What follows belongs to an exercise in optimizing a design on an open flow for small area, a short achievable clock period and few clock cycles per item; a production flow would make more cautious choices.
Function was not checked in any run shown here: the RTL went through the layout flow alone.

--- flow/run.sh ---
#!/bin/bash
# synth_recipe.tcl (not shown) runs the flow's synth.tcl, then flattens the netlist and writes it again
# the make line also repeats each setting of config.mk as NAME=value (left out here)
make -C /OpenROAD-flow-scripts/flow DESIGN_CONFIG=/design/flow/config.mk WORK_HOME=/design/flow/orfs CLKGATE_MAP_FILE= SYNTH_SCRIPT=/design/flow/synth_recipe.tcl finish
--- flow/constraint.sdc ---
create_clock -name core_clock -period 7.5 [get_ports {clk}]
set_input_delay 1.5000 -clock core_clock [delete_from_list [all_inputs] [get_ports {clk}]]
set_output_delay 1.5000 -clock core_clock [all_outputs]
set_load 0.01 [all_outputs]
--- flow/design.v ---
`default_nettype none
package bcaa_pkg;
    localparam int BATT_W     = 10;
    localparam int ANGLE_W    = 16;
    localparam int CFG_IDX_W  = 1;
    localparam int CFG_DATA_W = 10;
endpackage
`default_nettype wire
`default_nettype none
module battery_compensated_angle_from_adc (
    input  wire logic                  clk,
    input  wire logic                  rst_n,
    input  wire logic                  in_valid,
    output logic                       in_ready,
    input  wire logic [7:0]            in_code_byte0,
    input  wire logic [7:0]            in_code_byte1,
    input  wire logic [7:0]            in_code_byte2,
    input  wire logic [bcaa_pkg::BATT_W-1:0]     in_battery_count,
    input  wire logic                  in_zero_request,
    input  wire logic                  cfg_valid,
    output logic                       cfg_ready,
    input  wire logic [bcaa_pkg::CFG_IDX_W-1:0]  cfg_index,
    input  wire logic [bcaa_pkg::CFG_DATA_W-1:0] cfg_data,
    output logic                       out_valid,
    input  wire logic                  out_ready,
    output logic      [bcaa_pkg::ANGLE_W-1:0]    out_angle_q8,
    output logic                       out_denominator_fault,
    output logic                       out_offset_taken
);
    localparam int NSTEP = 9;                 
    logic [1:0] mode_reg;
    logic       mode3_reg;    
    logic [9:0] knee_reg;
    assign cfg_ready = 1'b1;
    always_ff @(posedge clk or negedge rst_n)
        if (!rst_n) begin
            mode_reg  <= 2'd2;
            mode3_reg <= 1'b0;
            knee_reg  <= 10'd796;
        end else if (cfg_valid) begin
            if (cfg_index == 1'b0) begin
                mode_reg  <= cfg_data[1:0];
                mode3_reg <= (cfg_data[1:0] == 2'd3);
            end else begin
                knee_reg  <= cfg_data;
            end
        end
    logic        fs_clr, fs_acc, fs_abs, fs_shift, fs_u, fs_x15, fs_x225;
    logic        n_acc, n_abs, n_shift, n_u, n_x15, n_x225;
    logic        c_inv_lo;    
    logic        c_inv_hi;
    logic        in_ready_q;
    logic        c_code;      
    logic        c_sh4;       
    logic        k_m1, k_2, k_5120, k_m5120, k_5121;    
    logic [1:0]  fpos;
    logic [29:0] facc;        
    logic [23:0] fden;        
    logic        fge;         
    logic        flo;         
    logic        fzreq;
    logic        fneg;        
    logic        fmge;        
    logic        ftneg;       
    logic        handoff;
    logic [23:0] code_ext;
    logic [23:0] ireg;        
    logic        iv;          
    logic        consume;
    logic        take;
    logic        m_ge;
    logic [29:0] alu_x;
    logic [29:0] alu_y;
    logic [29:0] alu_k;
    logic [29:0] alu_r;
    logic [22:0] m_val;
    always_comb begin
        if (mode3_reg)
            code_ext = {in_code_byte0, in_code_byte1, in_code_byte2};
        else
            code_ext = {{8{in_code_byte0[7]}}, in_code_byte0, in_code_byte1};
        alu_k = ({30{k_m1}}) | (k_2 ? 30'd2 : 30'd0) | (k_5120 ? 30'd5120 : 30'd0)
              | (k_m5120 ? 30'h3FFFEC00 : 30'd0) | (k_5121 ? 30'd5121 : 30'd0);
        alu_x = facc ^ {{15{c_inv_hi}}, {15{c_inv_lo}}};
        alu_y = (c_code ? {{6{ireg[23]}}, ireg} : 30'd0) | (c_sh4 ? (facc << 4) : 30'd0) | alu_k;
        alu_r = alu_x + alu_y + 30'(c_sh4);
        if (facc[29])
            m_val = '0;
        else if (mode_reg == 2'd3 && (|facc[24:23]))
            m_val = 23'h200000;
        else
            case (mode_reg)
                2'd3:    m_val = facc[24:2];
                2'd2:    m_val = {facc[22:2], 2'b0};
                2'd1:    m_val = {facc[20:2], 4'b0};
                default: m_val = {facc[18:2], 6'b0};
            endcase
        m_ge = (|m_val[22:13]) | (m_val[12] & (m_val[11] | m_val[10]));
    end
    logic        take_first;
    logic        take_last;
    assign consume    = fs_acc && iv;
    assign in_ready   = in_ready_q;      
    assign take       = in_valid && in_ready;
    assign take_first = (fs_acc && fpos == 2'd0 && !iv) || handoff;
    assign take_last  = fs_acc && ((fpos == 2'd3 && !iv) || (fpos == 2'd2 && iv));
    always_comb begin
        n_abs   = consume && (fpos == 2'd3);
        n_acc   = fs_clr || (fs_acc && !n_abs) || (fs_x225 && handoff);
        n_shift = fs_abs;
        n_u     = fs_shift;
        n_x15   = fs_u;
        n_x225  = fs_x15 || (fs_x225 && !handoff);
    end
    always_ff @(posedge clk or negedge rst_n)
        if (!rst_n) begin
            fs_clr   <= 1'b1;
            fs_acc   <= 1'b0;
            fs_abs   <= 1'b0;
            fs_shift <= 1'b0;
            fs_u     <= 1'b0;
            fs_x15   <= 1'b0;
            fs_x225  <= 1'b0;
            c_inv_lo <= 1'b0;
            c_inv_hi <= 1'b0;
            in_ready_q <= 1'b0;
            c_code   <= 1'b1;
            c_sh4    <= 1'b0;
            k_m1     <= 1'b0;
            k_2      <= 1'b0;
            k_5120   <= 1'b0;
            k_m5120  <= 1'b0;
            k_5121   <= 1'b0;
            fpos     <= 2'd0;
            iv       <= 1'b0;
        end else begin
            iv <= take;
            fpos <= fpos_n;
            fs_clr   <= 1'b0;
            fs_acc   <= n_acc;
            fs_abs   <= n_abs;
            fs_shift <= n_shift;
            fs_u     <= n_u;
            fs_x15   <= n_x15;
            fs_x225  <= n_x225;
            c_inv_lo <= (n_abs && alu_r[25]) || (n_u && !fneg && !m_ge) || n_x15 || n_x225;
            c_inv_hi <= (n_abs && alu_r[25]) || (n_u && !fneg && !m_ge) || n_x15 || n_x225;
            in_ready_q <= (n_acc && !(fpos_n == 2'd3 && take)) || (n_x225 && (!dbusy_n || dfinal_n));
            c_code  <= n_acc;
            c_sh4   <= n_x15 || n_x225;
            k_m1    <= n_abs && alu_r[25];
            k_2     <= n_abs && !alu_r[25];
            k_5120  <= n_u && fneg;
            k_m5120 <= n_u && !fneg && m_ge;
            k_5121  <= n_u && !fneg && !m_ge;
        end
    always_ff @(posedge clk) begin
        ireg <= code_ext;
        if (take && take_first) fden  <= 24'(in_battery_count);
        if (take && take_last)  fzreq <= in_zero_request;
        if (consume) begin
            facc <= alu_r;
            fneg <= alu_r[25];
        end
        if (fs_abs || fs_u || fs_x15)
            facc <= alu_r;
        if (fs_clr || handoff)
            facc <= '0;
        if (fs_abs) begin
            fge  <= (fden[9:0] >= knee_reg);
            flo  <= (fden[9:0] < 10'd59);
            fden <= 24'((19'(fden[9:0]) << 9) - (19'(fden[9:0]) << 7) - 19'(fden[9:0]));
        end
        if (fs_shift) begin
            facc <= 30'(m_val);
            fmge <= m_ge;
            fden <= fge ? 24'd9420800 : ((fden << 5) + fden - 24'd737280);
        end
        if (fs_u)
            ftneg <= fneg | ~fmge;
    end
    logic        dbusy;
    logic [3:0]  dcnt;
    logic [23:0] drem;
    logic [5:0]  dlow;        
    logic [17:0] dquo;        
    logic [23:0] dden;
    logic        dovf;        
    logic        dsgn;
    logic        dzreq;
    logic        dfault;
    logic        rv;
    logic        rsgn;
    logic        rzreq;
    logic        rfault;
    logic        out_valid_reg;
    logic        out_free;
    logic        emit;
    logic        dstep;
    logic        dfinal;
    logic        dcan_load;
    assign out_free  = !out_valid_reg || out_ready;
    assign emit      = rv && out_free;
    assign dstep     = dbusy && !(rv && !out_free);
    assign dfinal    = dbusy && (dcnt == 4'(NSTEP - 1));
    assign dcan_load = !dbusy || dfinal;
    assign handoff   = fs_x225 && dcan_load;
    logic        dbusy_n;
    logic [3:0]  dcnt_n;
    logic        dfinal_n;
    logic [1:0]  fpos_n;
    always_comb begin
        dbusy_n = dbusy;
        dcnt_n  = dcnt;
        if (handoff) begin
            dbusy_n = 1'b1;
            dcnt_n  = '0;
        end else if (dfinal && dstep) begin
            dbusy_n = 1'b0;
        end else if (dstep) begin
            dcnt_n  = dcnt + 1'b1;
        end
        dfinal_n = dbusy_n && (dcnt_n == 4'(NSTEP - 1));
        fpos_n   = fpos + 2'(consume);
    end
    logic        dovf_now;
    assign dovf_now = (dcnt == 4'd0) ? (drem >= dden) : dovf;
    logic [25:0] x4;
    logic [26:0] s1, s2, s3;
    logic [26:0] c3s, c3c;    
    logic        ge1, ge2, ge3;
    logic [23:0] rem_next;
    logic [1:0]  qdig;
    always_comb begin
        x4 = {drem, dlow[5:4]};
        s1 = {1'b0, x4} - {3'b0, dden};
        s2 = {1'b0, x4} - {2'b0, dden, 1'b0};
        c3s = {1'b0, x4} ^ ~{3'b0, dden} ^ ~{2'b0, dden, 1'b0};
        c3c = ({1'b0, x4} & ~{3'b0, dden}) | ({1'b0, x4} & ~{2'b0, dden, 1'b0})
            | (~{3'b0, dden} & ~{2'b0, dden, 1'b0});
        s3 = 27'(({c3s, 1'b1} + {c3c[25:0], 1'b1, 1'b1}) >> 1);
        ge1 = !s1[26];
        ge2 = !s2[26];
        ge3 = !s3[26];
        if (ge3)      rem_next = s3[23:0];
        else if (ge2) rem_next = s2[23:0];
        else if (ge1) rem_next = s1[23:0];
        else          rem_next = x4[23:0];
        qdig = {ge2, ge3 | (ge1 & ~ge2)};
    end
    always_ff @(posedge clk or negedge rst_n)
        if (!rst_n) begin
            dbusy <= 1'b0;
            dcnt  <= '0;
            rv    <= 1'b0;
        end else begin
            dbusy <= dbusy_n;
            dcnt  <= dcnt_n;
            if (dfinal && dstep)
                rv <= 1'b1;
            else if (emit)
                rv <= 1'b0;
        end
    always_ff @(posedge clk) begin
        if (handoff) begin
            drem   <= alu_r[28:5];
            dlow   <= {alu_r[4:0], 1'b0};
            dden   <= fden;
            dsgn   <= ftneg;
            dzreq  <= fzreq;
            dfault <= !fge && flo;
        end else if (dstep) begin
            if (dcnt == 4'd0)
                dovf <= dovf_now;
            drem <= rem_next;
            dlow <= {dlow[3:0], 2'b0};
        end
        if (dstep)
            dquo <= {dquo[15:0], (qdig | {2{dovf_now}}) ^ {2{dsgn}}};
        if (dfinal && dstep) begin
            rsgn   <= dsgn;
            rzreq  <= dzreq;
            rfault <= dfault;
        end
    end
    logic [17:0] q_sat;
    logic        ofs_pos;
    logic [17:0] ofs_x;
    logic [15:0] angle_reg;
    logic        fault_reg;
    logic        taken_reg;
    assign q_sat = dquo ^ {18{rsgn}};
    always_ff @(posedge clk or negedge rst_n)
        if (!rst_n) begin
            out_valid_reg <= 1'b0;
            ofs_pos       <= 1'b1;
            ofs_x         <= '0;
        end else begin
            if (emit)
                out_valid_reg <= 1'b1;
            else if (out_ready)
                out_valid_reg <= 1'b0;
            if (emit && !rfault && rzreq) begin
                ofs_pos <= rsgn;
                if (rsgn)
                    ofs_x <= q_sat[17] ? 18'd131071 : q_sat;
                else
                    ofs_x <= ~((q_sat[17] && (|q_sat[16:0])) ? 18'd131072 : q_sat);
            end
        end
    logic [20:0] ang_s;
    logic [19:0] ang;
    logic [15:0] ang_c;
    always_comb begin
        ang_s = {{{2{~ofs_pos}}, ofs_x}, 1'b1} + {{{2{rsgn}}, dquo}, (~ofs_pos | rsgn)};
        ang   = ang_s[20:1];
        if (rfault || (!ofs_pos && rsgn) || ang[19])
            ang_c = 16'd0;
        else if (|ang[18:16])
            ang_c = 16'hFFFF;
        else
            ang_c = ang[15:0];
    end
    always_ff @(posedge clk) begin
        if (emit) begin
            angle_reg <= ang_c;
            fault_reg <= rfault;
            taken_reg <= !rfault && rzreq;
        end
    end
    assign out_valid             = out_valid_reg;
    assign out_angle_q8          = angle_reg;
    assign out_denominator_fault = fault_reg;
    assign out_offset_taken      = taken_reg;
endmodule
`default_nettype wire
--- flow/config.mk ---
export PLATFORM = sky130hd
export DESIGN_NAME = battery_compensated_angle_from_adc
export DESIGN_NICKNAME = battery_compensated_angle_from_adc
export VERILOG_FILES = /design/flow/design.v
export SDC_FILE = /design/flow/constraint.sdc
export NUM_CORES = 4
export LEC_CHECK = 0
export CAP_MARGIN = 20
export CORE_MARGIN = 2
export CORE_UTILIZATION = 60
export SETUP_SLACK_MARGIN = 3.5
export SLEW_MARGIN = 20
==> run_results.csv, run 1 <==
group,metric,value,unit
grt,grt_pass1_vias,16200,
critical_path,critPathMaxStageDelay,0.50,ns
critical_path,cp_num_cells,12,
critical_path,crit_path_start,"k_m1",
synthesis,synth_edf_count,149,
routing,ant_nets,0,
timing,rsz0062_at_grt,"yes",
critical_path,cpMostUsedCell,"or3_1",
timing,worst_pin_slew,0.919,ns
grt,grt_usage,32.0,%
status,outcome,"finished clean",
synthesis,yosys-top-cells-count,"208 x ha_1, 204 x a21oi_1, 174 x nand2_1, 149 x edfxtp_1, 141 x nor2_1",
hold_path,min_path_type,"reg2reg",
layout,drive_above_1_share,8.09,%
synthesis,ys_seq_area_share,33.7,%
grt,grt_max_degree,59,
grt,grt_first_pass_wirelength,85800,um
routing,firstDrtPassIters,8,
clock_tree,cts_hold_buf,0,
timing,min_period_over_period,51.1,%
grt,grt-ovfl-total,0,
routing,route.vias.total,16300,
placed_design,placed_area,20600,sq um
placed_design,port_buffers,70,
placed_design,dpl.hpwl,41500,um
critical_path,r2r-end,"c_inv_lo",
synthesis,synth_fp_nets,2370,
routing,via_per_inst,6.28,
layout,largest_register,"facc",
timing,hold_violations,0,
layout,n_antenna_cell,0,
synthesis,yosysWarnings,1,
critical_path,rrSetupSlack,3.67,ns
routing,drcViolationCount,0,
placed_design,gp_congestion,1.00,
routing,drt_iter0_drc,1568,
grt,antenna_found_initial,0,
clock_tree,path_clk_slew,0.06,ns
layout,finalNetCount,2431,
floorplan,start_util,61.3,%
clock_tree,clockRootBuffer,"clkbuf_16",
synthesis,async_reset_ff_share,24.4,%
critical_path,crit_end,"c_inv_lo",
critical_path,reg2reg_depth,12,
synthesis,synthCells,2081,
critical_path,path_cells,"or3_1 -> a221o_1 -> ha_1 -> a21oi_1 -> o21ai_0 -> a41oi_2 -> a31oi_2 -> o31a_1 -> nand2b_1 -> xor2_2 -> and2_1 -> or3_1",
timing,whs,0.425,ns
synthesis,syn_area,19500,sq um
synthesis,synth.ff_latch_count,238,
synthesis,yosysMostFrequentCell,"ha_1",
routing,wl,54100,um
critical_path,worstPathArrival,4.27,ns
timing,fin_skew,0.0184,ns
timing,final_max_slew_viol_count,0,
synthesis,yosysUniqueCellTypes,84,
clock_tree,clk_path_buf_depth,3,
floorplan,core_area,31800,sq um
timing,setup_viol,0,
floorplan,dieArea,33900,sq um
layout,stdcell_area,21700,sq um
critical_path,end_kind,"flip-flop",
critical_path,crit_family,"compound AO/OA/AOI/OAI gates",
synthesis,synthFlopType,"edfxtp_1",
layout,n_fill_cell,2569,
synthesis,netlist.top_cell.by_area,"edfxtp_1",
layout,final_core_util,68.2,%
critical_path,path_class,"reg2reg",
placed_design,dp.cells,2541,
timing,finalSetupTns,0,ns
run,drv_cap,0,
clock_tree,cts_tree,"built",
timing,maxSlewHeadroom,38.7,%
timing,timing.fmax,261,MHz
synthesis,syn_area_per_cell,9.36,sq um
routing,routedWlPerCell,20.8,um
critical_path,cp_num_buf_inv,0,
critical_path,cp_max_fo,13,
synthesis,synth.top_cells.by_area,"edfxtp_1 23%, ha_1 13%, dfrtp_1 6.3%",
clock_tree,cts_sinks,238,
clock_tree,cts_buffers,27,
timing,min_period,3.83,ns
critical_path,cp.required,7.94,ns
floorplan,ioPinCount,72,
floorplan,die_w,184,um
synthesis,synth_top_area_share,23.0,%
floorplan,rows,65,
layout,syn_to_final_growth,11.4,%
critical_path,start_kind,"flip-flop",
floorplan,die_y,184,um
layout,largest_register_ffs,30,
layout,fin_cells,2598,
critical_path,reg2reg_from,"k_m1",
clock_tree,htree_levels,1,
clock_tree,clock_latency,0.56,ns
critical_path,slowest_stage,"dfrtp_2",
## metrics by stage
| step | setup slack, ns |
|---|---|
| 2_1_floorplan | 3.60 |
| 6_report | 3.67 |
| 3_3_place_gp | 3.15 |
| 3_5_place_dp | 3.04 |
| 4_1_cts | 3.44 |
| 5_1_grt | 3.44 |
## worst min path at each step
stage	depth (start not counted)	slack [ns]	end	from
floorplan	0	0.40	fs_x15	fs_u
global placement	0	0.41	rzreq	dzreq
detailed placement	0	0.41	rzreq	dzreq
CTS	0	0.42	rzreq	dzreq
global route	0	0.43	rzreq	dzreq
finish	0	0.42	dzreq	fzreq
## cells in the final DEF, fill, tap and decap left out, types with 12 or more instances in the layout
| cell | netlist | final |
|---|---|---|
| dfrtp_1 | 49 | 47 |
| buf_4 | 1 | 18 |
| and2_1 | 16 | 16 |
| nand2b_1 | 33 | 33 |
| a22o_1 | 16 | 16 |
| nand2_1 | 174 | 174 |
| dfxtp_1 | 31 | 31 |
| a21o_1 | 61 | 61 |
| xor2_1 | 95 | 93 |
| inv_1 | 117 | 112 |
| and3_1 | 18 | 18 |
| o21ai_0 | 104 | 100 |
| clkdlybuf4s50_1 | 0 | 69 |
| nor3_1 | 29 | 28 |
| fa_1 | 30 | 29 |
| clkbuf_16 | 0 | 29 |
| edfxtp_1 | 149 | 149 |
| a31oi_1 | 28 | 26 |
| o31ai_1 | 12 | 12 |
| a21oi_1 | 204 | 202 |
| o211ai_1 | 20 | 20 |
| xnor2_1 | 71 | 71 |
| o21a_1 | 26 | 26 |
| a22oi_1 | 18 | 18 |
| nor2b_1 | 21 | 21 |
| o22ai_1 | 12 | 12 |
| a211oi_1 | 21 | 20 |
| nand3_1 | 36 | 36 |
| mux2_2 | 44 | 44 |
| ha_1 | 208 | 208 |
| mux2i_1 | 33 | 32 |
| nor2_1 | 141 | 138 |
| or3_1 | 12 | 12 |
## metal layers
| layer | up-vias | track usage [%] | share of wire [%] |
|---|---|---|---|
| li1 | 7819 | - | - |
| met1 | 7769 | 43.3 | 43 |
| met2 | 616 | 53.0 | 47 |
| met3 | 122 | 4.19 | 6.8 |
| met4 | 0 | 11.0 | 3.2 |
| met5 | - | 0 | 0 |
## timing repair
| action | in CTS | in global routing |
|---|---|---|
| resized for setup | 11 | 26 |
| pin swaps | 0 | 4 |
| setup endpoints to repair | 37 | 50 |
| setup buffers | 0 | 7 |
## cells by family (layout without fill, tap and decap cells)
family	after synthesis	count (layout)	share of synthesized area, %
other cells	2	2	0.0386
compound gates	637	637	21.2
buf+inv	177	259	3.44
mux	77	77	4.24
flops	238	238	33.7
fa+ha+maj	238	238	16.4
simple gates	546	546	13.5
xor+xnor	166	166	7.46
## layout make-up
| type | instances | area [sq um] | share of cell area [%] |
|---|---|---|---|
| Multi-Input combinational cell | 1666 | 12400 | 57.1 |
| Sequential cell | 238 | 6560 | 30.2 |
| Timing Repair Buffer | 90 | 857 | 3.95 |
| Clock buffer | 38 | 800 | 3.69 |
| Tap cell | 435 | 544 | 2.51 |
| Inverter | 119 | 447 | 2.06 |
| Clock inverter | 12 | 95.1 | 0.438 |
==> run 2: changes to the inputs <==
--- a/flow/config.mk
+++ b/flow/config.mk
@@ -9,4 +9,4 @@
 export CORE_MARGIN = 2
 export CORE_UTILIZATION = 60
-export SETUP_SLACK_MARGIN = 3.5
+export SETUP_SLACK_MARGIN = 4.0
 export SLEW_MARGIN = 20
==> run_results.csv, run 2 <==
group,metric,value,unit
status,outcome,"finished clean",
layout,n_fill_cell,2460,
routing,ant_nets,0,
routing,drt_iter0_drc,1553,
synthesis,synth_top_area_share,23.0,%
placed_design,place_worst_setup_slack,3.20,ns
critical_path,end_kind,"flip-flop",
layout,largest_register,"facc",
synthesis,synth_fp_nets,2370,
synthesis,synthFlopType,"edfxtp_1",
clock_tree,htree_levels,1,
synthesis,ys_seq_area_share,33.7,%
placed_design,port_buffers,70,
clock_tree,clockRootBuffer,"clkbuf_16",
layout,seq_area,6570,sq um
routing,drcViolationCount,0,
routing,wl,56600,um
placed_design,dpl.hpwl,40600,um
clock_tree,cts_sinks,238,
grt,antenna_found_initial,0,
synthesis,yosysUniqueCellTypes,84,
synthesis,synth_edf_count,149,
timing,rsz0062_at_grt,"yes",
timing,timing.fmax,286,MHz
clock_tree,cts_tree,"built",
floorplan,ioPinCount,72,
timing,layout_setup_ws,4.00,ns
routing,routedWlPerCell,21.1,um
hold_path,min_path_type,"reg2reg",
floorplan,die_y,184,um
floorplan,core_area,31800,sq um
routing,via_per_inst,6.38,
grt,grt_usage,32.5,%
floorplan,rows,65,
critical_path,cp_max_fo,6,
timing,min_period,3.50,ns
synthesis,async_reset_ff_share,24.4,%
clock_tree,cts_buffers,28,
critical_path,cp.required,7.82,ns
critical_path,start_kind,"flip-flop",
grt,grt-ovfl-total,0,
timing,hold_violations,0,
synthesis,synthCells,2081,
timing,min_period_over_period,46.7,%
run,drv_cap,0,
layout,largest_register_ffs,30,
clock_tree,clock_latency,0.58,ns
timing,fin_skew,0.0324,ns
clock_tree,path_clk_slew,0.07,ns
hold_path,holdPathStages,0,
synthesis,syn_area,19500,sq um
clock_tree,clk_path_buf_depth,3,
routing,route.vias.total,17100,
layout,final_cell_mix,"189 x a21oi_1, 184 x ha_1, 170 x nand2_1",
layout,finalNetCount,2511,
layout,layout_commonest_cell,"a21oi_1",
timing,setup_viol,0,
synthesis,synth.top_cells.by_area,"edfxtp_1 23%, ha_1 13%, dfrtp_1 6.3%",
timing,final_max_slew_viol_count,0,
grt,grt_max_degree,60,
routing,firstDrtPassIters,6,
synthesis,yosysMostFrequentCell,"ha_1",
synthesis,syn_area_per_cell,9.36,sq um
timing,worst_pin_slew,0.904,ns
critical_path,reg2reg_depth,13,
synthesis,yosysWarnings,1,
grt,grt_pass1_vias,15900,
synthesis,synth.ff_latch_count,238,
layout,drive_above_1_share,16.6,%
floorplan,dieArea,33900,sq um
floorplan,die_w,184,um
critical_path,worstPathArrival,3.82,ns
grt,grt_first_pass_wirelength,86000,um
synthesis,netlist.top_cell.by_area,"edfxtp_1",
synthesis,yosys-top-cells-count,"208 x ha_1, 204 x a21oi_1, 174 x nand2_1, 149 x edfxtp_1, 141 x nor2_1",
placed_design,gp_congestion,1.01,
layout,syn_to_final_growth,18.7,%
critical_path,path_class,"reg2reg",
layout,multi_input_area,13000,sq um
timing,maxSlewHeadroom,39.6,%
timing,finalSetupTns,0,ns
layout,n_antenna_cell,0,
floorplan,start_util,61.3,%
[run 2: critical path: stages, from the launching register on]
cell      delay (ns)
dfstp_4         0.49
a211o_1         0.34
fa_2            0.43
fa_2            0.37
a211oi_2        0.25
o21ai_1         0.10
nand2_2         0.15
o21ai_4         0.09
o21ai_2         0.16
buf_6           0.16
o21ai_2         0.08
a21oi_2         0.19
xor2_2          0.29
o221ai_2        0.14
[run 2: routing by layer]
metal  GRT usage [%]  up-vias  routed length [um]
li1                -     7978                   -
met3            4.66      146                4530
met5               0        -                   0
met4            12.1        0                2390
met1            45.1     8189               24100
met2            51.8      769               25600
[run 2: cell families (layout without fill, tap and decap cells)]
logic type | Yosys count | count (layout) | share of synthesized area, %
AO/OA/AOI/OAI | 637 | 638 | 21.2
XOR/XNOR | 166 | 166 | 7.46
adder cells (fa/ha/maj) | 238 | 238 | 16.4
buffers and inverters | 177 | 339 | 3.44
flip-flops | 238 | 238 | 33.7
multiplexers | 77 | 77 | 4.24
other | 2 | 2 | 0.0386
AND/OR/NAND/NOR | 546 | 546 | 13.5
[run 2: path summary, 6_finish.rpt]
kind	startpoint	end	slack (ns)
hold reg to reg	dzreq	rzreq	0.42
setup / recovery	c_code	drem[21]	4.00
max in group asynchronous	rst_n	c_sh4	5.86
min in group asynchronous	rst_n	fpos[1]	1.08
hold / removal	dzreq	rzreq	0.42
setup reg to reg	c_code	drem[21]	4.00
[run 2: metrics by stage]
step	hold WS, ns	cell area [sq um]	instances	util [%]
after CTS	0.420	22300	2635	70.0
final	0.418	23100	2679	72.7
after detailed placement	0.405	20600	2541	64.8
after global placement	0.403	20600	2541	64.8
after floorplan	0.395	19500	2081	-
after global routing	0.435	23100	2679	72.7
[run 2: layout make-up]
| type | count | area share, % |
|---|---|---|
| clock inverter | 16 | 0.666 |
| inverter | 119 | 2.02 |
| timing repair inverter | 1 | 0.0217 |
| sequential | 238 | 28.4 |
| clock buffer | 36 | 3.52 |
| multi-input combinational | 1667 | 56.3 |
| tap | 435 | 2.35 |
| timing repair buffer | 167 | 6.70 |
[run 2: timing repair]
action                                 4_1_cts  5_1_grt
resized for setup                           82      131
endpoints found under the hold margin        0        0
setup endpoints to repair                   78       65
buffers inserted                            41       41
hold buffers                                 0        0
pin swaps                                   11       47
gates cloned                                 1        3
==> run 3: changes to the inputs <==
--- a/flow/config.mk
+++ b/flow/config.mk
@@ -9,4 +9,4 @@
 export CORE_MARGIN = 2
 export CORE_UTILIZATION = 60
-export SETUP_SLACK_MARGIN = 4.0
+export SETUP_SLACK_MARGIN = 3.75
 export SLEW_MARGIN = 20
==> run_results.csv, run 3 <==
group,metric,value,unit
status,outcome,"finished clean",
clock_tree,cts_hold_buf,0,
layout,final_cell_mix,"206 x ha_1, 198 x a21oi_1, 174 x nand2_1",
timing,maxSlewHeadroom,36.0,%
synthesis,synth_top_area_share,23.0,%
routing,via_per_inst,6.36,
grt,grt_first_pass_wirelength,86800,um
routing,drt_iter0_drc,1566,
clock_tree,cts_buffers,28,
floorplan,die_y,184,um
timing,min_period,3.71,ns
synthesis,netlist.top_cell.by_area,"edfxtp_1",
floorplan,start_util,61.3,%
floorplan,core_area,31800,sq um
critical_path,cp_max_fo,19,
grt,grt-ovfl-total,0,
synthesis,ys_seq_area_share,33.7,%
floorplan,ioPinCount,72,
layout,final_core_util,69.8,%
timing,layout_setup_ws,3.79,ns
critical_path,critPathMaxStageDelay,0.45,ns
layout,finalNetCount,2465,
layout,seq_area,6570,sq um
layout,syn_to_final_growth,14.0,%
timing,setup_viol,0,
layout,drive_above_1_share,10.9,%
layout,multi_input_area,12600,sq um
clock_tree,cts_tree,"built",
placed_design,dp.cells,2540,
timing,rsz0062_at_grt,"yes",
hold_path,min_path_type,"reg2reg",
placed_design,place_worst_setup_slack,3.09,ns
timing,timing.fmax,269,MHz
clock_tree,clk_path_buf_depth,3,
clock_tree,path_clk_slew,0.06,ns
synthesis,synth_fp_nets,2370,
critical_path,path_class,"reg2reg",
critical_path,cp.required,7.79,ns
clock_tree,clock_latency,0.57,ns
layout,stdcell_area,22200,sq um
timing,fin_skew,0.0180,ns
timing,finalSetupTns,0,ns
layout,largest_register,"facc",
hold_path,holdCritStartpoint,"dzreq",
grt,antenna_found_initial,0,
timing,min_period_over_period,49.5,%
grt,grt_max_degree,59,
layout,n_antenna_cell,0,
synthesis,yosysUniqueCellTypes,84,
synthesis,synthCells,2081,
routing,drcViolationCount,0,
routing,route.vias.total,16700,
clock_tree,cts_sinks,238,
timing,hold_violations,0,
placed_design,gp_congestion,0.977,
clock_tree,htree_levels,1,
timing,worst_pin_slew,0.961,ns
clock_tree,clockRootBuffer,"clkbuf_16",
synthesis,yosys-top-cells-count,"208 x ha_1, 204 x a21oi_1, 174 x nand2_1, 149 x edfxtp_1, 141 x nor2_1",
critical_path,worstPathArrival,4.00,ns
synthesis,yosysWarnings,1,
timing,final_max_slew_viol_count,0,
critical_path,start_kind,"flip-flop",
routing,firstDrtPassIters,7,
grt,grt_usage,32.6,%
synthesis,synth.ff_latch_count,238,
layout,n_fill_cell,2506,
layout,largest_register_ffs,30,
placed_design,dpl.hpwl,41900,um
placed_design,port_buffers,70,
critical_path,crit_family,"compound AO/OA/AOI/OAI gates",
synthesis,synth_edf_count,149,
grt,grt_pass1_vias,16100,
synthesis,syn_area_per_cell,9.36,sq um
run,drv_cap,0,
synthesis,yosysMostFrequentCell,"ha_1",
critical_path,slowest_stage,"edfxtp_1",
critical_path,path_cells,"ha_1 -> fa_1 -> nand2b_1 -> a21o_1 -> a21oi_4 -> o211ai_1 -> and3_2 -> nor2_4 -> buf_12 -> mux2_2 -> mux2i_2 -> o21ai_0",
critical_path,reg2reg_from,"dden[0]",
synthesis,synth.top_cells.by_area,"edfxtp_1 23%, ha_1 13%, dfrtp_1 6.3%",
critical_path,cp_num_buf_inv,1,
layout,layout_commonest_cell,"ha_1",
synthesis,syn_area,19500,sq um
floorplan,rows,65,
critical_path,end_kind,"flip-flop",
placed_design,placed_area,20600,sq um
layout,fin_cells,2633,
timing,whs,0.428,ns
synthesis,async_reset_ff_share,24.4,%
synthesis,synthFlopType,"edfxtp_1",
routing,ant_nets,0,
critical_path,crit_path_start,"dden[0]",
routing,wl,55500,um
floorplan,die_w,184,um
routing,routedWlPerCell,21.1,um
floorplan,dieArea,33900,sq um
[run 3: cell count changes in the layout (fill, tap and decap cells not counted), moves of 5 or more]
cell and change:
buf_4 -38, ha_1 +22, ha_2 -14, inv_1 +12
o21ai_0 +12, a21oi_1 +9, a21oi_2 -8, ha_4 -8
o21ai_1 -7, inv_2 -6, clkinv_2 +5
[run 3: worst reg2reg max path, cell delays in order (launching register included)]
cell,delay [ns]
edfxtp_1,0.45
ha_1,0.26
fa_1,0.43
nand2b_1,0.20
a21o_1,0.23
a21oi_4,0.28
o211ai_1,0.20
and3_2,0.28
nor2_4,0.17
buf_12,0.20
mux2_2,0.38
mux2i_2,0.22
o21ai_0,0.15
[run 3: worst paths after layout]
path | end | slack (ns) | cells after the start
max | drem[13] | 3.79 | 12
min | rzreq | 0.43 | 0
max reg2reg | drem[13] | 3.79 | 12
min reg2reg | rzreq | 0.43 | 0
max in group asynchronous | c_sh4 | 5.84 | 2
min in group asynchronous | mode3_reg | 1.09 | 2
[run 3: cells by family (layout without fill, tap and decap cells)]
| logic type | count (synthesis) | count (layout) | share of synthesized area, % |
|---|---|---|---|
| buffers and inverters | 177 | 293 | 3.44 |
| XOR/XNOR | 166 | 166 | 7.46 |
| other | 2 | 2 | 0.0386 |
| AO/OA/AOI/OAI | 637 | 638 | 21.2 |
| adder cells (fa/ha/maj) | 238 | 238 | 16.4 |
| multiplexers | 77 | 77 | 4.24 |
| flip-flops | 238 | 238 | 33.7 |
| AND/OR/NAND/NOR | 546 | 546 | 13.5 |
[run 3: final cells by class]
| cell class | instances | share of cell area, % |
|---|---|---|
| multi-input cells | 1667 | 56.6 |
| inverters | 119 | 2.03 |
| clock buffers | 39 | 3.85 |
| repair buffers | 121 | 5.08 |
| clock inverters | 13 | 0.406 |
| repair inverters | 1 | 0.0225 |
| flip-flops and latches | 238 | 29.6 |
| well taps | 435 | 2.45 |
[run 3: routing by layer]
layer | GRT usage (%) | routed length, um | share of wire, %
met4 | 11.5 | 1940 | 3.5
met2 | 53.7 | 25900 | 47
met5 | 0 | 0 | 0
met3 | 5.55 | 4070 | 7.3
met1 | 43.5 | 23600 | 43
[run 3: what timing repair did]
item / in CTS / in global routing
gates resized for setup: 30 / 58
setup endpoints to repair: 56 / 56
gates cloned: 0 / 2
buffers inserted: 9 / 30
pin swaps: 4 / 11
endpoints found under the hold margin: 0 / 0
==> run 4: changes to the inputs <==
--- a/flow/config.mk
+++ b/flow/config.mk
@@ -8,5 +8,5 @@
 export CAP_MARGIN = 20
 export CORE_MARGIN = 2
-export CORE_UTILIZATION = 60
+export CORE_UTILIZATION = 40
 export SETUP_SLACK_MARGIN = 3.75
 export SLEW_MARGIN = 20
==> run_results.csv, run 4 <==
group,metric,value,unit
routing,ant_nets,0,
timing,worst_pin_slew,1.20,ns
critical_path,end_kind,"flip-flop",
layout,largest_register_ffs,30,
layout,n_antenna_cell,0,
critical_path,worstPathArrival,3.97,ns
synthesis,synth_edf_count,149,
clock_tree,cts_hold_buf,0,
timing,maxSlewHeadroom,19.3,%
layout,drive_above_1_share,11.4,%
layout,largest_register,"facc",
synthesis,synth.ff_latch_count,238,
grt,use_met1,29.8,%
routing,drt_iter0_drc,1088,
layout,finalNetCount,2463,
synthesis,synthCells,2081,
placed_design,dpl.hpwl,42000,um
timing,timing.fmax,275,MHz
synthesis,synth_fp_nets,2370,
floorplan,die_y,225,um
timing,setup_viol,0,
critical_path,path_class,"reg2reg",
synthesis,synth_top_area_share,23.0,%
synthesis,yosysMostFrequentCell,"ha_1",
timing,min_period_over_period,48.5,%
timing,fin_skew,0.00789,ns
layout,syn_to_final_growth,15.3,%
timing,final_max_slew_viol_count,0,
timing,rsz0062_at_grt,"yes",
clock_tree,clock_latency,0.58,ns
grt,grt_first_pass_wirelength,87800,um
clock_tree,clk_path_buf_depth,3,
layout,layout_commonest_cell,"ha_1",
timing,finalSetupTns,0,ns
synthesis,yosysWarnings,1,
routing,routedWlPerCell,19.9,um
synthesis,ys_seq_area_share,33.7,%
run,drv_cap,0,
hold_path,min_path_type,"reg2reg",
clock_tree,clockRootBuffer,"clkbuf_16",
grt,top_usage_layer,"met2",
grt,grt_pass1_vias,16000,
grt,antenna_found_initial,0,
floorplan,start_util,40.6,%
floorplan,core_area,47900,sq um
synthesis,yosysUniqueCellTypes,84,
floorplan,dieArea,50500,sq um
grt,grt_max_degree,61,
grt,grtUsageMet2,36.4,%
synthesis,netlist.top_cell.by_area,"edfxtp_1",
critical_path,start_kind,"flip-flop",
placed_design,port_buffers,70,
synthesis,syn_area_per_cell,9.36,sq um
floorplan,ioPinCount,72,
clock_tree,htree_levels,1,
timing,hold_violations,0,
grt,grt.met3_usage,3.12,%
routing,via_per_inst,5.82,
floorplan,rows,80,
timing,min_period,3.63,ns
routing,drcViolationCount,0,
clock_tree,cts_buffers,29,
routing,firstDrtPassIters,5,
synthesis,async_reset_ff_share,24.4,%
routing,wl,55900,um
synthesis,syn_area,19500,sq um
layout,final_cell_mix,"204 x ha_1, 197 x a21oi_1, 170 x nand2_1",
grt,grt_usage,21.8,%
clock_tree,cts_sinks,238,
routing,route.vias.total,16400,
grt,grt-ovfl-total,0,
placed_design,gp_congestion,0.927,
clock_tree,cts_tree,"built",
synthesis,yosys-top-cells-count,"208 x ha_1, 204 x a21oi_1, 174 x nand2_1, 149 x edfxtp_1, 141 x nor2_1",
floorplan,die_w,225,um
critical_path,cp_max_fo,18,
synthesis,synth.top_cells.by_area,"edfxtp_1 23%, ha_1 13%, dfrtp_1 6.3%",
critical_path,cp.required,7.84,ns
status,outcome,"finished clean",
clock_tree,path_clk_slew,0.06,ns
synthesis,synthFlopType,"edfxtp_1",
run 4: critical path: stages (launching register included):
cell and delay [ns]:
edfxtp_1 0.49, fa_1 0.51, ha_1 0.36, a2111o_1 0.44, o221a_2 0.27, a31o_2 0.28
nand3_1 0.15, a21oi_4 0.10, buf_6 0.19, a21oi_2 0.28, mux2i_1 0.14, o21a_1 0.17
run 4: cell families (layout without fill, tap and decap cells):
family	Yosys count	after routing	share of synthesized area, %
AO/OA/AOI/OAI	637	637	21.2
AND/OR/NAND/NOR	546	548	13.5
adder cells (fa/ha/maj)	238	238	16.4
flip-flops	238	238	33.7
buffers and inverters	177	291	3.44
XOR/XNOR	166	166	7.46
multiplexers	77	77	4.24
other	2	2	0.0386
run 4: worst paths after layout:
kind | from | end | slack, ns | cells after the start
min in group asynchronous | rst_n | ofs_x[17] | 1.11 | 2
hold reg to reg | fzreq | dzreq | 0.42 | 0
hold / removal | fzreq | dzreq | 0.42 | 0
setup / recovery | drem[7] | drem[0] | 3.87 | 11
max in group asynchronous | rst_n | k_m1 | 5.80 | 2
setup reg to reg | drem[7] | drem[0] | 3.87 | 11
run 4: timing repair:
action | CTS | global route
gates resized for setup | 34 | 59
cloned | 2 | 0
pin swaps | 5 | 11
setup endpoints to repair | 98 | 80
buffers inserted | 12 | 21
run 4: area by class of cell:
class,count,area [sq um]
timing repair buffer,118,1090
fill,4545,25500
inverter,119,447
tap,615,769
sequential,238,6560
clock buffer,37,817
clock inverter,17,161
multi-input combinational,1668,12600
run 4: layer usage:
metal	share of wire [%]	wire, um	up-vias
met5	0	0	-
met3	5.6	3140	82
li1	-	-	7905
met1	45	25400	7891
met4	2.2	1210	0
met2	47	26100	484
run 4: through the flow:
stage | worst slack, ns | util [%] | hold slack, ns | instances | cell area (sq um)
2_1_floorplan | 3.81 | - | 0.395 | 2081 | 19500
3_3_place_gp | 2.78 | 43.5 | 0.406 | 2723 | 20900
3_5_place_dp | 2.78 | 43.5 | 0.407 | 2723 | 20900
4_1_cts | 3.75 | 46.0 | 0.424 | 2791 | 22100
5_1_grt | 3.68 | 46.9 | 0.433 | 2812 | 22500
6_report | 3.87 | 46.9 | 0.424 | 2812 | 22500
==> run 5: changes to the inputs <==
--- a/flow/design.v
+++ b/flow/design.v
@@ -226,26 +226,18 @@
     logic        dovf_now;
     assign dovf_now = (dcnt == 4'd0) ? (drem >= dden) : dovf;
-    logic [25:0] x4;
-    logic [26:0] s1, s2, s3;
-    logic [26:0] c3s, c3c;    
-    logic        ge1, ge2, ge3;
+    logic [24:0] t1, t2;
+    logic [25:0] e1, e2;
+    logic [23:0] r1;
     logic [23:0] rem_next;
     logic [1:0]  qdig;
     always_comb begin
-        x4 = {drem, dlow[5:4]};
-        s1 = {1'b0, x4} - {3'b0, dden};
-        s2 = {1'b0, x4} - {2'b0, dden, 1'b0};
-        c3s = {1'b0, x4} ^ ~{3'b0, dden} ^ ~{2'b0, dden, 1'b0};
-        c3c = ({1'b0, x4} & ~{3'b0, dden}) | ({1'b0, x4} & ~{2'b0, dden, 1'b0})
-            | (~{3'b0, dden} & ~{2'b0, dden, 1'b0});
-        s3 = 27'(({c3s, 1'b1} + {c3c[25:0], 1'b1, 1'b1}) >> 1);
-        ge1 = !s1[26];
-        ge2 = !s2[26];
-        ge3 = !s3[26];
-        if (ge3)      rem_next = s3[23:0];
-        else if (ge2) rem_next = s2[23:0];
-        else if (ge1) rem_next = s1[23:0];
-        else          rem_next = x4[23:0];
-        qdig = {ge2, ge3 | (ge1 & ~ge2)};
+        t1 = {drem, dlow[5]};
+        e1 = {1'b0, t1} - {2'b0, dden};
+        qdig[1] = !e1[25];
+        r1 = qdig[1] ? e1[23:0] : t1[23:0];
+        t2 = {r1, dlow[4]};
+        e2 = {1'b0, t2} - {2'b0, dden};
+        qdig[0] = !e2[25];
+        rem_next = qdig[0] ? e2[23:0] : t2[23:0];
     end
     always_ff @(posedge clk or negedge rst_n)
--- a/flow/config.mk
+++ b/flow/config.mk
@@ -9,4 +9,4 @@
 export CORE_MARGIN = 2
 export CORE_UTILIZATION = 40
-export SETUP_SLACK_MARGIN = 3.75
+export SETUP_SLACK_MARGIN = 3.0
 export SLEW_MARGIN = 20
==> run_results.csv, run 5 <==
group,metric,value,unit
status,outcome,"finished clean",
critical_path,path_class,"reg2reg",
layout,largest_register_ffs,30,
clock_tree,clk_path_buf_depth,3,
synthesis,synthCells,1840,
grt,antenna_found_initial,0,
timing,final_max_slew_viol_count,0,
critical_path,cp_max_fo,6,
layout,multi_input_area,11200,sq um
floorplan,ioPinCount,72,
layout,finalNetCount,2196,
run,drv_cap,0,
clock_tree,htree_levels,1,
layout,syn_to_final_growth,20.2,%
synthesis,synth_fp_nets,2079,
synthesis,syn_area_per_cell,9.58,sq um
grt,grt-ovfl-total,0,
floorplan,die_y,214,um
routing,routedWlPerCell,18.5,um
synthesis,synthFlopType,"edfxtp_1",
layout,drive_above_1_share,14.6,%
grt,grt_max_degree,59,
synthesis,netlist.top_cell.by_area,"edfxtp_1",
grt,grt_first_pass_wirelength,74500,um
synthesis,syn_area,17600,sq um
synthesis,synth.top_cells.by_area,"edfxtp_1 25%, ha_1 13%, dfrtp_1 7.0%",
clock_tree,cts_sinks,238,
critical_path,crit_family,"compound AO/OA/AOI/OAI gates",
routing,ant_nets,0,
synthesis,yosysUniqueCellTypes,93,
placed_design,port_buffers,70,
synthesis,yosysWarnings,1,
synthesis,yosysMostFrequentCell,"ha_1",
clock_tree,clock_latency,0.58,ns
clock_tree,cts_tree,"built",
timing,layout_setup_ws,2.67,ns
placed_design,gp_congestion,0.914,
synthesis,synth.ff_latch_count,238,
critical_path,slowest_stage,"o31ai_4",
placed_design,dpl.hpwl,33400,um
layout,stdcell_area,21200,sq um
routing,firstDrtPassIters,5,
layout,seq_area,6560,sq um
layout,layout_commonest_cell,"ha_1",
grt,grt_pass1_vias,13900,
timing,worst_pin_slew,1.03,ns
layout,largest_register,"facc",
critical_path,worstPathArrival,5.13,ns
critical_path,cpMostUsedCell,"ha_4",
synthesis,yosys-top-cells-count,"182 x ha_1, 155 x nand2_1, 149 x edfxtp_1, 142 x a21oi_1, 141 x nor2_1",
timing,timing.fmax,207,MHz
layout,final_cell_mix,"159 x ha_1, 150 x nand2_1, 149 x edfxtp_1",
layout,n_antenna_cell,0,
critical_path,start_kind,"flip-flop",
routing,via_per_inst,5.59,
hold_path,min_path_type,"reg2reg",
synthesis,ys_seq_area_share,37.2,%
timing,hold_violations,0,
floorplan,rows,76,
timing,min_period_over_period,64.5,%
routing,drt_iter0_drc,989,
critical_path,cp.required,7.80,ns
timing,rsz0062_at_grt,"yes",
critical_path,end_kind,"flip-flop",
synthesis,async_reset_ff_share,24.4,%
clock_tree,path_clk_slew,0.06,ns
timing,finalSetupTns,0,ns
routing,drcViolationCount,0,
clock_tree,clockRootBuffer,"clkbuf_16",
synthesis,synth_edf_count,149,
placed_design,dp.cells,2454,
layout,fin_cells,2565,
timing,min_period,4.83,ns
timing,fin_skew,0.0134,ns
floorplan,die_w,214,um
synthesis,synth_top_area_share,25.4,%
timing,maxSlewHeadroom,29.8,%
layout,n_fill_cell,4070,
placed_design,placed_area,19100,sq um
critical_path,path_cells,"inv_2 -> ha_4 -> buf_4 -> inv_1 -> o221ai_2 -> o31ai_4 -> nor3_4 -> o21ai_4 -> a21oi_4 -> buf_12 -> buf_16 -> mux2_4 -> ha_4 -> nand2_4 -> or3_4 -> o311ai_4 -> a41o_4 -> a21bo_4 -> nor2b_4 -> a211oi_2 -> a21oi_1",
floorplan,core_area,43300,sq um
critical_path,cp_num_buf_inv,5,
layout,final_core_util,48.9,%
routing,wl,47500,um
clock_tree,cts_buffers,29,
floorplan,start_util,40.7,%
placed_design,place_worst_setup_slack,1.55,ns
critical_path,rrSetupSlack,2.67,ns
routing,route.vias.total,14300,
grt,grt_usage,20.6,%
critical_path,critPathMaxStageDelay,0.42,ns
floorplan,dieArea,45700,sq um
timing,whs,0.420,ns
timing,setup_viol,0,
## run 5: logic make-up (layout without fill, tap and decap cells)
logic type,Yosys count,count (layout),share of synthesized area (%)
AOI/OAI and AO/OA,505,511,19.1
buffers and inverters,166,300,3.79
DFF,238,238,37.2
other,2,2,0.0426
muxes,83,83,5.11
xor gates and xnor gates,152,152,7.56
and+or+nand+nor,506,506,13.6
adders and majority gates,188,188,13.6
## run 5: final timing paths
kind | depth (start not counted) | from | endpoint
setup / recovery | 21 | dden[7] | drem[10]
hold / removal | 0 | ftneg | dsgn
setup reg to reg | 21 | dden[7] | drem[10]
hold reg to reg | 0 | ftneg | dsgn
max in group asynchronous | 2 | rst_n | c_inv_lo
min in group asynchronous | 2 | rst_n | k_5121
## run 5: final cells by class
type / instances / share of cell area [%]
Timing Repair Buffer: 133 / 6.02
Tap cell: 585 / 3.46
Multi-Input combinational cell: 1442 / 52.8
Clock inverter: 16 / 0.721
Sequential cell: 238 / 31.0
Inverter: 113 / 2.00
Clock buffer: 38 / 3.99
## run 5: routing by layer
| layer | routed length (um) | track usage [%] |
|---|---|---|
| met5 | 0 | 0 |
| met4 | 1110 | 5.70 |
| met3 | 2340 | 2.68 |
| met2 | 22100 | 34.3 |
| met1 | 22000 | 28.2 |
## run 5: timing repair
| action | in CTS | in global routing |
|---|---|---|
| setup buffers | 27 | 20 |
| hold buffers | 0 | 0 |
| cloned | 8 | 1 |
| setup endpoints to repair | 27 | 49 |
| pin swaps | 17 | 30 |
| gates resized for setup | 52 | 40 |
==> run 6: changes to the inputs <==
--- a/flow/config.mk
+++ b/flow/config.mk
@@ -9,4 +9,4 @@
 export CORE_MARGIN = 2
 export CORE_UTILIZATION = 40
-export SETUP_SLACK_MARGIN = 3.0
+export SETUP_SLACK_MARGIN = 3.5
 export SLEW_MARGIN = 20
==> run_results.csv, run 6 <==
group,metric,value,unit
floorplan,die_y,214,um
floorplan,die_w,214,um
status,outcome,"finished clean",
timing,fin_skew,0.0130,ns
layout,n_fill_cell,4050,
critical_path,end_kind,"flip-flop",
critical_path,rrSetupSlack,2.69,ns
layout,n_antenna_cell,0,
clock_tree,cts_tree,"built",
critical_path,start_kind,"flip-flop",
synthesis,async_reset_ff_share,24.4,%
routing,wl,48200,um
grt,grt_pass1_vias,14200,
critical_path,worstPathArrival,5.10,ns
synthesis,synthFlopType,"edfxtp_1",
routing,route.vias.total,14400,
clock_tree,clock_latency,0.57,ns
synthesis,syn_area_per_cell,9.58,sq um
clock_tree,htree_levels,1,
routing,routedWlPerCell,18.6,um
layout,layout_commonest_cell,"ha_1",
run,drv_cap,0,
grt,antenna_found_initial,0,
synthesis,yosysUniqueCellTypes,93,
grt,grt-ovfl-total,0,
floorplan,core_area,43300,sq um
clock_tree,clockRootBuffer,"clkbuf_16",
timing,rsz0062_at_grt,"yes",
clock_tree,path_clk_slew,0.06,ns
timing,hold_violations,0,
placed_design,gp_congestion,0.916,
timing,maxSlewHeadroom,25.7,%
synthesis,synth.top_cells.by_area,"edfxtp_1 25%, ha_1 13%, dfrtp_1 7.0%",
timing,timing.fmax,208,MHz
grt,grt_usage,21.1,%
timing,worst_pin_slew,1.10,ns
critical_path,cp_max_fo,8,
synthesis,synthCells,1840,
timing,setup_viol,0,
synthesis,synth_edf_count,149,
layout,drive_above_1_share,16.8,%
floorplan,start_util,40.7,%
timing,whs,0.422,ns
synthesis,syn_area,17600,sq um
critical_path,cp.required,7.79,ns
synthesis,yosysWarnings,1,
layout,syn_to_final_growth,22.1,%
synthesis,yosysMostFrequentCell,"ha_1",
synthesis,synth_fp_nets,2079,
clock_tree,cts_sinks,238,
layout,largest_register_ffs,30,
layout,largest_register,"facc",
routing,firstDrtPassIters,5,
routing,ant_nets,0,
timing,finalSetupTns,0,ns
routing,drt_iter0_drc,852,
synthesis,synth.ff_latch_count,238,
routing,drcViolationCount,0,
layout,finalNetCount,2219,
critical_path,path_class,"reg2reg",
timing,min_period_over_period,64.1,%
clock_tree,clk_path_buf_depth,3,
timing,final_max_slew_viol_count,0,
grt,grt_max_degree,59,
synthesis,ys_seq_area_share,37.2,%
synthesis,synth_top_area_share,25.4,%
floorplan,rows,76,
hold_path,min_path_type,"reg2reg",
routing,via_per_inst,5.55,
placed_design,dpl.hpwl,33500,um
layout,final_cell_mix,"154 x ha_1, 150 x nand2_1, 149 x edfxtp_1",
floorplan,dieArea,45700,sq um
clock_tree,cts_buffers,28,
synthesis,netlist.top_cell.by_area,"edfxtp_1",
placed_design,port_buffers,70,
synthesis,yosys-top-cells-count,"182 x ha_1, 155 x nand2_1, 149 x edfxtp_1, 142 x a21oi_1, 141 x nor2_1",
grt,grt_first_pass_wirelength,76600,um
timing,min_period,4.81,ns
floorplan,ioPinCount,72,
clock_tree,cts_hold_buf,0,
==> run 6: cell types whose count changed in the layout (fill, tap and decap cells not counted), sizes merged <==
cell	previous run	this run
clkinvlp	1	0
buf	63	85
clkbuf	39	45
clkinv	12	7
a21bo	6	8
bufinv	2	1
inv	114	113
==> run 6: final cells by class <==
class / instances / area, sq um / share of cell area [%]
clock inverters: 8 / 66.3 / 0.308
inverters: 113 / 424 / 1.97
multi-input cells: 1444 / 11400 / 53.0
well taps: 585 / 732 / 3.40
flip-flops and latches: 238 / 6570 / 30.5
clock buffers: 44 / 876 / 4.07
repair buffers: 155 / 1450 / 6.74
==> run 6: cells by family (layout without fill, tap and decap cells) <==
| logic type | after synthesis | in the layout | synth area share [%] |
|---|---|---|---|
| and+or+nand+nor | 506 | 506 | 13.6 |
| AOI/OAI and AO/OA | 505 | 513 | 19.1 |
| DFF | 238 | 238 | 37.2 |
| adders and majority gates | 188 | 188 | 13.6 |
| buffers and inverters | 166 | 320 | 3.79 |
| xor gates and xnor gates | 152 | 152 | 7.56 |
| muxes | 83 | 83 | 5.11 |
| other | 2 | 2 | 0.0426 |
==> run 6: critical path, stage by stage, from the launching register on <==
cell	delay (ns)
edfxtp_1	0.49
ha_4	0.32
nand2_1	0.10
o211ai_1	0.20
o211ai_1	0.17
o221ai_2	0.30
o21ai_4	0.12
a21oi_4	0.23
buf_6	0.18
mux2_4	0.33
ha_4	0.31
nand3_2	0.11
or3_4	0.42
o311ai_4	0.34
a41o_4	0.35
buf_4	0.14
a21bo_4	0.18
nand2_1	0.06
o21ai_1	0.07
mux2i_1	0.09
==> run 6: repair_timing <==
item                       in CTS  in global routing
buffers inserted               47                 22
cloned                          9                  1
setup endpoints to repair      53                 79
pin swaps                      60                 49
resized for setup              84                 49
==> run 6: path summary, 6_finish.rpt <==
| kind | startpoint | end | depth (start not counted) |
|---|---|---|---|
| setup / recovery | drem[10] | drem[13] | 19 |
| min in group asynchronous | rst_n | mode3_reg | 2 |
| setup reg to reg | drem[10] | drem[13] | 19 |
| hold / removal | dzreq | rzreq | 0 |
| hold reg to reg | dzreq | rzreq | 0 |
| max in group asynchronous | rst_n | k_m1 | 2 |
==> run 6: per-stage QoR <==
stage                     cells  instance area (sq um)  utilization, %  worst slack, ns
after detailed placement   2456                  19200            44.3             1.24
after global routing       2587                  21500            49.7             2.52
after CTS                  2564                  21000            48.6             2.74
final                      2587                  21500            49.7             2.69
after global placement     2456                  19200            44.3             1.50
after floorplan            1840                  17900               -             2.97
==> run 6: layer usage <==
layer / GRT usage [%] / vias to the layer above / share of wire (%)
met5: 0 / - / 0
met4: 5.53 / 0 / 2.4
met3: 2.31 / 81 / 4.4
met2: 35.7 / 352 / 47
met1: 28.8 / 6892 / 46
li1: - / 7038 / -

-- static timing again, ports no longer ideal --
How much do the figures lean on ideal ports? The routed layouts below were timed once more, with nothing changed but the port constraints.
Step 1 assumes that a clkbuf_16 drives the clock port and a buf_2 every other input.
Step 2 adds t to the input delays and takes it off the output delays; t is the mean of the earliest and latest rising clock arrival at the registers after step 1. Input paths then give back, and output paths get back, about the clock's delay inside the block.
Three values: ideal, step 1, step 2; two values: the first two.
run | t, ns | setup WS [ns] | clock arrival spread, ns | slew at the worst register clock pin (ns) | cell pins on the clock port's net
run 1 | 0.605 | 3.665 / 3.665 / 3.376 | 0.019 / 0.019 | 0.07 / 0.07 | 1
run 2 | 0.618 | 3.999 / 3.999 / 3.695 | 0.033 / 0.034 | 0.07 / 0.07 | 1
run 3 | 0.613 | 3.788 / 3.788 / 3.528 | 0.018 / 0.018 | 0.06 / 0.06 | 1
run 4 | 0.631 | 3.866 / 3.866 / 3.366 | 0.009 / 0.009 | 0.06 / 0.06 | 1
run 5 | 0.634 | 2.666 / 2.666 / 2.666 | 0.014 / 0.014 | 0.07 / 0.07 | 1
run 6 | 0.615 | 2.693 / 2.693 / 2.693 | 0.015 / 0.015 | 0.07 / 0.07 | 1
After both steps setup and hold are still met in every run listed. The setup slack of run 4, which loses most, moves by 0.000 ns with the drivers and by -0.500 ns with both steps.
